This design comes from an exercise in tuning for small area and a short achievable clock period on the open sky130 flow, not from production work.
Only simulation tests tie the RTL to the original design; equivalence was not proved.
Power figures rest on the tool's default switching activity, not on a simulated workload.

Setup of alpha:
==> flow/design.v (excerpt) <==
module cache_unit (
  input  logic                clk,
  input  logic                reset,
  input  logic                update,
  input  logic [31:0]         addr,
  input  logic [WORD_W-1:0]   wdata,
  input  logic [LINE_W-1:0]   fill_data,
  input  logic                memwrite,
  input  logic [IDX_W-1:0]    dbg_line,
  input  logic [OFF_W-1:0]    dbg_word,
  output logic [WORD_W-1:0]   dbg_data,
  output logic                dbg_dirty,
  output logic [WORD_W-1:0]   rdata,
  output logic                miss,
  output logic                victim_dirty,
  output logic [LINE_W-1:0]   wb_data,
  output logic [BLK_W-1:0]    wb_addr
);
  logic [LINES-1:0]                          valid_q;
  logic [LINES-1:0]                          dirty_q;
  logic [LINES-1:0][TAG_W-1:0]               tag_q;
  logic [LINES*LINE_W-1:0]                   data_q;
  logic [OFF_W-1:0] off;
  logic [IDX_W-1:0] idx;
  logic [TAG_W-1:0] tag;
  logic             unused_addr_hi;
  assign off = addr[OFF_W-1:0];
  assign idx = addr[OFF_W +: IDX_W];
  assign tag = addr[OFF_W+IDX_W +: TAG_W];
  assign unused_addr_hi = ^addr[31:OFF_W+IDX_W+TAG_W];
  logic [LINES-1:0] sel, dsel;
  always_comb begin
    for (int i = 0; i < LINES; i++) begin
      sel[i]  = valid_q[i] && (idx == IDX_W'(i));
      dsel[i] = valid_q[i] && (dbg_line == IDX_W'(i));
    end
  end
  logic [TAG_W-1:0]  cur_tag;
  logic              cur_dirty;
  logic [LINE_W-1:0] cur_data;
  always_comb begin
    cur_tag   = '0;
    cur_dirty = 1'b0;
    cur_data  = '0;
    for (int i = 0; i < LINES; i++) begin
      cur_tag   = cur_tag   | ({TAG_W{sel[i]}} & tag_q[i]);
      cur_dirty = cur_dirty | (sel[i] & dirty_q[i]);
  ...
Size in the first run: roughly 1700 cells after synthesis, roughly 540 flip-flops.
clock: 5.0 ns
lec_check: 0
cap_margin: 20
core_margin: 2
core_utilization: 60
cts_buf_list: sky130_fd_sc_hd__clkbuf_8
setup_slack_margin: 0.8
slew_margin: 20
standard.sh (not shown) runs the stock make flow with config.mk's settings and CLKGATE_MAP_FILE= SYNTH_SCRIPT=/design/flow/synth_recipe.tcl, a recipe that flattens the netlist after the stock synthesis.
==> flow/flow/run.sh <==
#!/bin/bash
set -euo pipefail
export BUFFER_PORTS_ARGS="-buffer_cell sky130_fd_sc_hd__buf_1"
bash standard.sh finish > flow_standard.log 2>&1
## Diff of input files: beta against alpha
- SETUP_SLACK_MARGIN removed (was 0.8)
- ABC_AREA newly set to 1
Findings:
beta finished end to end and its layout was clean on timing, DRC and antenna.
Both conditions hold for alpha: the flow ran to the end and the final layout passed the timing, DRC and antenna checks.
The share of the final layout cell area in sequential cells of beta is lower than that of alpha.
Re area of the multi-input gates: beta and alpha aren't equal, and the higher value belongs to beta.
In beta relative to alpha, cell area after layout had gone up by a few percent.
beta ended with more total met3 wirelength after detailed routing than alpha.
Relative to alpha, the inserted tap cell count measured on beta has increased by a few percent.
Relative to alpha, average wire length per cell after detail routing has gone down in beta.
Min area added between synthesis and finish across beta and alpha: beta
Run comparison: beta combinational family with the most area after synthesis simple AND/OR/NAND/NOR gates; alpha combinational family with the most area after synthesis compound AO/OA/AOI/OAI gates
Half-perimeter wire length after placement went up by more than a quarter going from alpha to beta.
Row measured slew at the worst slew-check pin: beta lower / alpha higher
Changes observed in beta relative to alpha: net count of the finished layout higher, utilization of the core after routing lower.
diff inputs: beta => gamma
- PLACE_DENSITY newly set to 0.75
- CAP_MARGIN changed from 20 to 50
- ABC_AREA removed (was 1)
- SLEW_MARGIN changed from 20 to 70
--- outcome ---
- gamma completed every stage of the flow, and the final layout passed the timing, DRC and antenna checks.
- On gamma: total iterations of the first detailed-routing run is 2 lower than what beta gave.
- beta reports its critical path's slowest cell as sky130_fd_sc_hd__a2111oi_0 while gamma reports sky130_fd_sc_hd__mux4_2.
- Run comparison: beta origin of the worst setup path dbg_line[0]; gamma origin of the worst setup path addr[2]
- Compared with beta, in gamma number of multi-input logic gates went down 32%, sequential share of layout area went up 2.4 points.
- Width of the die was higher in beta than in gamma.
- Delta (gamma minus beta): switching share of power decreased by 0.87 points relative to the old numbers, total routed wirelength now smaller, global-route usage moved down.
- A most common cell after layout, fill and taps aside of sky130_fd_sc_hd__nand2_1 is what beta shows, while sky130_fd_sc_hd__edfxtp_1 belongs to gamma.
Inputs modified between gamma and delta:
- CAP_MARGIN: 50 -> 20
- SETUP_SLACK_MARGIN: unset -> 1.5
- CTS_BUF_LIST: sky130_fd_sc_hd__clkbuf_8 -> unset
- PLACE_DENSITY: 0.75 -> unset
- SLEW_MARGIN: 70 -> 20
- CORE_UTILIZATION: 60 -> 40
==> flow/run.sh (new file) <==
#!/bin/bash
# synth_recipe.tcl (not shown) runs the flow's synth.tcl, then flattens the netlist and writes it again
# the make line also repeats each setting of config.mk as NAME=value (left out here)
make -C /OpenROAD-flow-scripts/flow DESIGN_CONFIG=/design/flow/config.mk WORK_HOME=/design/flow/orfs CLKGATE_MAP_FILE= SYNTH_SCRIPT=/design/flow/synth_recipe.tcl finish
removed: flow/flow/run.sh
removed: flow/standard.sh
==> comparison <==
From gamma to delta the numbers moved as follows: overall global routing resource usage lost 7.1 points; count of multi-input combinational gates increased by 13 relative to the old numbers; buffer count from post-CTS setup fixing +158; cell count now larger; relative area of clock buffers and inverters in the final design moved down.
Final setup slack of the worst path improves in delta relative to gamma.
Fmax went up by a little under 10% going from gamma to delta.
As far as proportion of synthesized flip-flops having asynchronous set or reset goes, gamma and delta are indistinguishable; the numbers are identical.
delta vs gamma — via count of the first global-routing pass rose 8.8%.
## Diff of input files: epsilon against delta
==> flow/flow/run.sh (new file) <==
#!/bin/bash
set -euo pipefail
export BUFFER_PORTS_ARGS="-buffer_cell sky130_fd_sc_hd__buf_1"
bash standard.sh finish > flow_standard.log 2>&1
==> flow/standard.sh (new file) <==
#!/bin/bash
# synth_recipe.tcl (not shown) runs the flow's synth.tcl, then flattens the netlist and writes it again
# the make line also repeats each setting of config.mk as NAME=value (left out here)
make -C /OpenROAD-flow-scripts/flow DESIGN_CONFIG=/design/flow/config.mk WORK_HOME=/design/flow/orfs CLKGATE_MAP_FILE= SYNTH_SCRIPT=/design/flow/synth_recipe.tcl "${@:-finish}"
removed: flow/run.sh
[summary]
Of epsilon and delta, the run reporting the higher post-detailed-placement cell area was delta.
For worst-skew pair later-pin latency, delta and epsilon come out practically identical.
Multi-input logic cell count delta (delta -> epsilon): insignificant
epsilon: PASS, flow complete, no timing, DRC or antenna violations
The antenna diode count of epsilon exceeds that of delta by 2.
Comparing epsilon and delta, the higher overall global routing resource usage was measured on delta.
Compared delta against epsilon; combined area of all synthesized cells within noise.
Looking at global-route track usage on met3 across epsilon and delta, the one that comes out lower is epsilon.
In epsilon the via count of the first global-routing pass turned out 1120 lower than in delta.


cache_unit again, from the RTL that the note above started with.
==> flow/config.mk <==
export PLATFORM = sky130hd
export DESIGN_NAME = cache_unit
export DESIGN_NICKNAME = cache_unit
export VERILOG_FILES = /design/flow/design.v
export SDC_FILE = /design/flow/constraint.sdc
export NUM_CORES = 4
export LEC_CHECK = 0
export CAP_MARGIN = 20
export CORE_MARGIN = 2
export CORE_UTILIZATION = 60
export CTS_BUF_LIST = sky130_fd_sc_hd__clkbuf_8
export SLEW_MARGIN = 20
==> flow/constraint.sdc <==
create_clock -name core_clock -period 5.0 [get_ports {clk}]
set_input_delay 1.0000 -clock core_clock [delete_from_list [all_inputs] [get_ports {clk}]]
set_output_delay 1.0000 -clock core_clock [all_outputs]
set_load 0.01 [all_outputs]
==> flow/flow/run.sh <==
#!/bin/bash
set -euo pipefail
export BUFFER_PORTS_ARGS="-buffer_cell sky130_fd_sc_hd__buf_1"
bash standard.sh finish > flow_standard.log 2>&1
The baseline went through all stages and came out clean.
Next try:
==> flow/run.sh (new file) <==
#!/bin/bash
# synth_recipe.tcl (not shown) runs the flow's synth.tcl, then flattens the netlist and writes it again
# the make line also repeats each setting of config.mk as NAME=value (left out here)
make -C /OpenROAD-flow-scripts/flow DESIGN_CONFIG=/design/flow/config.mk WORK_HOME=/design/flow/orfs CLKGATE_MAP_FILE= SYNTH_SCRIPT=/design/flow/synth_recipe.tcl finish
--- a/flow/config.mk
+++ b/flow/config.mk
@@ -10,2 +10 @@
-export CORE_UTILIZATION = 60
-export CTS_BUF_LIST = sky130_fd_sc_hd__clkbuf_8
+export CORE_UTILIZATION = 40
removed: flow/flow/run.sh
removed: flow/standard.sh
Outcome: Setup slack gets worse by 440 ps. Synthesized cell count does not change. Count of clock-buffer cells in the layout fell by 21. Total power rose by roughly a tenth. Utilization fell by 18 points. Clock power rose by roughly a tenth. Die area rose by well over a third.
Next try:
==> flow/flow/run.sh (new file) <==
#!/bin/bash
set -euo pipefail
export BUFFER_PORTS_ARGS="-buffer_cell sky130_fd_sc_hd__buf_1"
bash standard.sh finish > flow_standard.log 2>&1
==> flow/standard.sh (new file) <==
#!/bin/bash
# synth_recipe.tcl (not shown) runs the flow's synth.tcl, then flattens the netlist and writes it again
# the make line also repeats each setting of config.mk as NAME=value (left out here)
make -C /OpenROAD-flow-scripts/flow DESIGN_CONFIG=/design/flow/config.mk WORK_HOME=/design/flow/orfs CLKGATE_MAP_FILE= SYNTH_SCRIPT=/design/flow/synth_recipe.tcl "${@:-finish}"
--- a/flow/config.mk
+++ b/flow/config.mk
@@ -10 +10,3 @@
-export CORE_UTILIZATION = 40
+export CORE_UTILIZATION = 60
+export CTS_BUF_LIST = sky130_fd_sc_hd__clkbuf_8
+export SETUP_SLACK_MARGIN = 1.5
removed: flow/run.sh
Outcome:
- cell area barely changes
- global-route usage went up by 18 points
- cell count went down slightly
- maximum frequency went up by about a fifth
- sequential share of layout area went down by 0.13 points

[separate check: timing with driven ports]
In the flow no input, the clock included, has a driving cell. The finished layouts below were timed again as built, in two steps. Step 1 (the two cells are an assumption about what drives the block):
set clk [get_ports {clk}]
set_driving_cell -lib_cell sky130_fd_sc_hd__clkbuf_16 $clk
set_driving_cell -lib_cell sky130_fd_sc_hd__buf_2 [delete_from_list [all_inputs] $clk]
Step 2, shift: input delay + t, output delay - t, t = (earliest + latest rising clock arrival at the registers) / 2. This alone moves slack from input paths to output paths. a / b / c = no drivers / after step 1 / after step 2; a / b = the first two.
run	shift t [ns]	setup slack, ns	cell pins on the clock port's net
alpha	0.704	0.781 / 0.758 / 0.758	1
beta	0.711	0.443 / 0.419 / 0.207	1
gamma	0.701	0.731 / 0.707 / 0.707	1
delta	0.675	1.082 / 1.001 / 0.857	1
epsilon	0.669	1.152 / 1.055 / 1.024	1
the first run of note 2	0.711	0.567 / 0.540 / 0.488	1
the second run of note 2	0.657	0.130 / 0.100 / 0.100	1
the third run of note 2	0.725	1.029 / 0.974 / 0.761	1
After both steps every run listed still meets setup and hold. For the third run of note 2, which loses most, drivers alone change the setup slack by -0.055 ns; drivers and shift together by -0.268 ns.
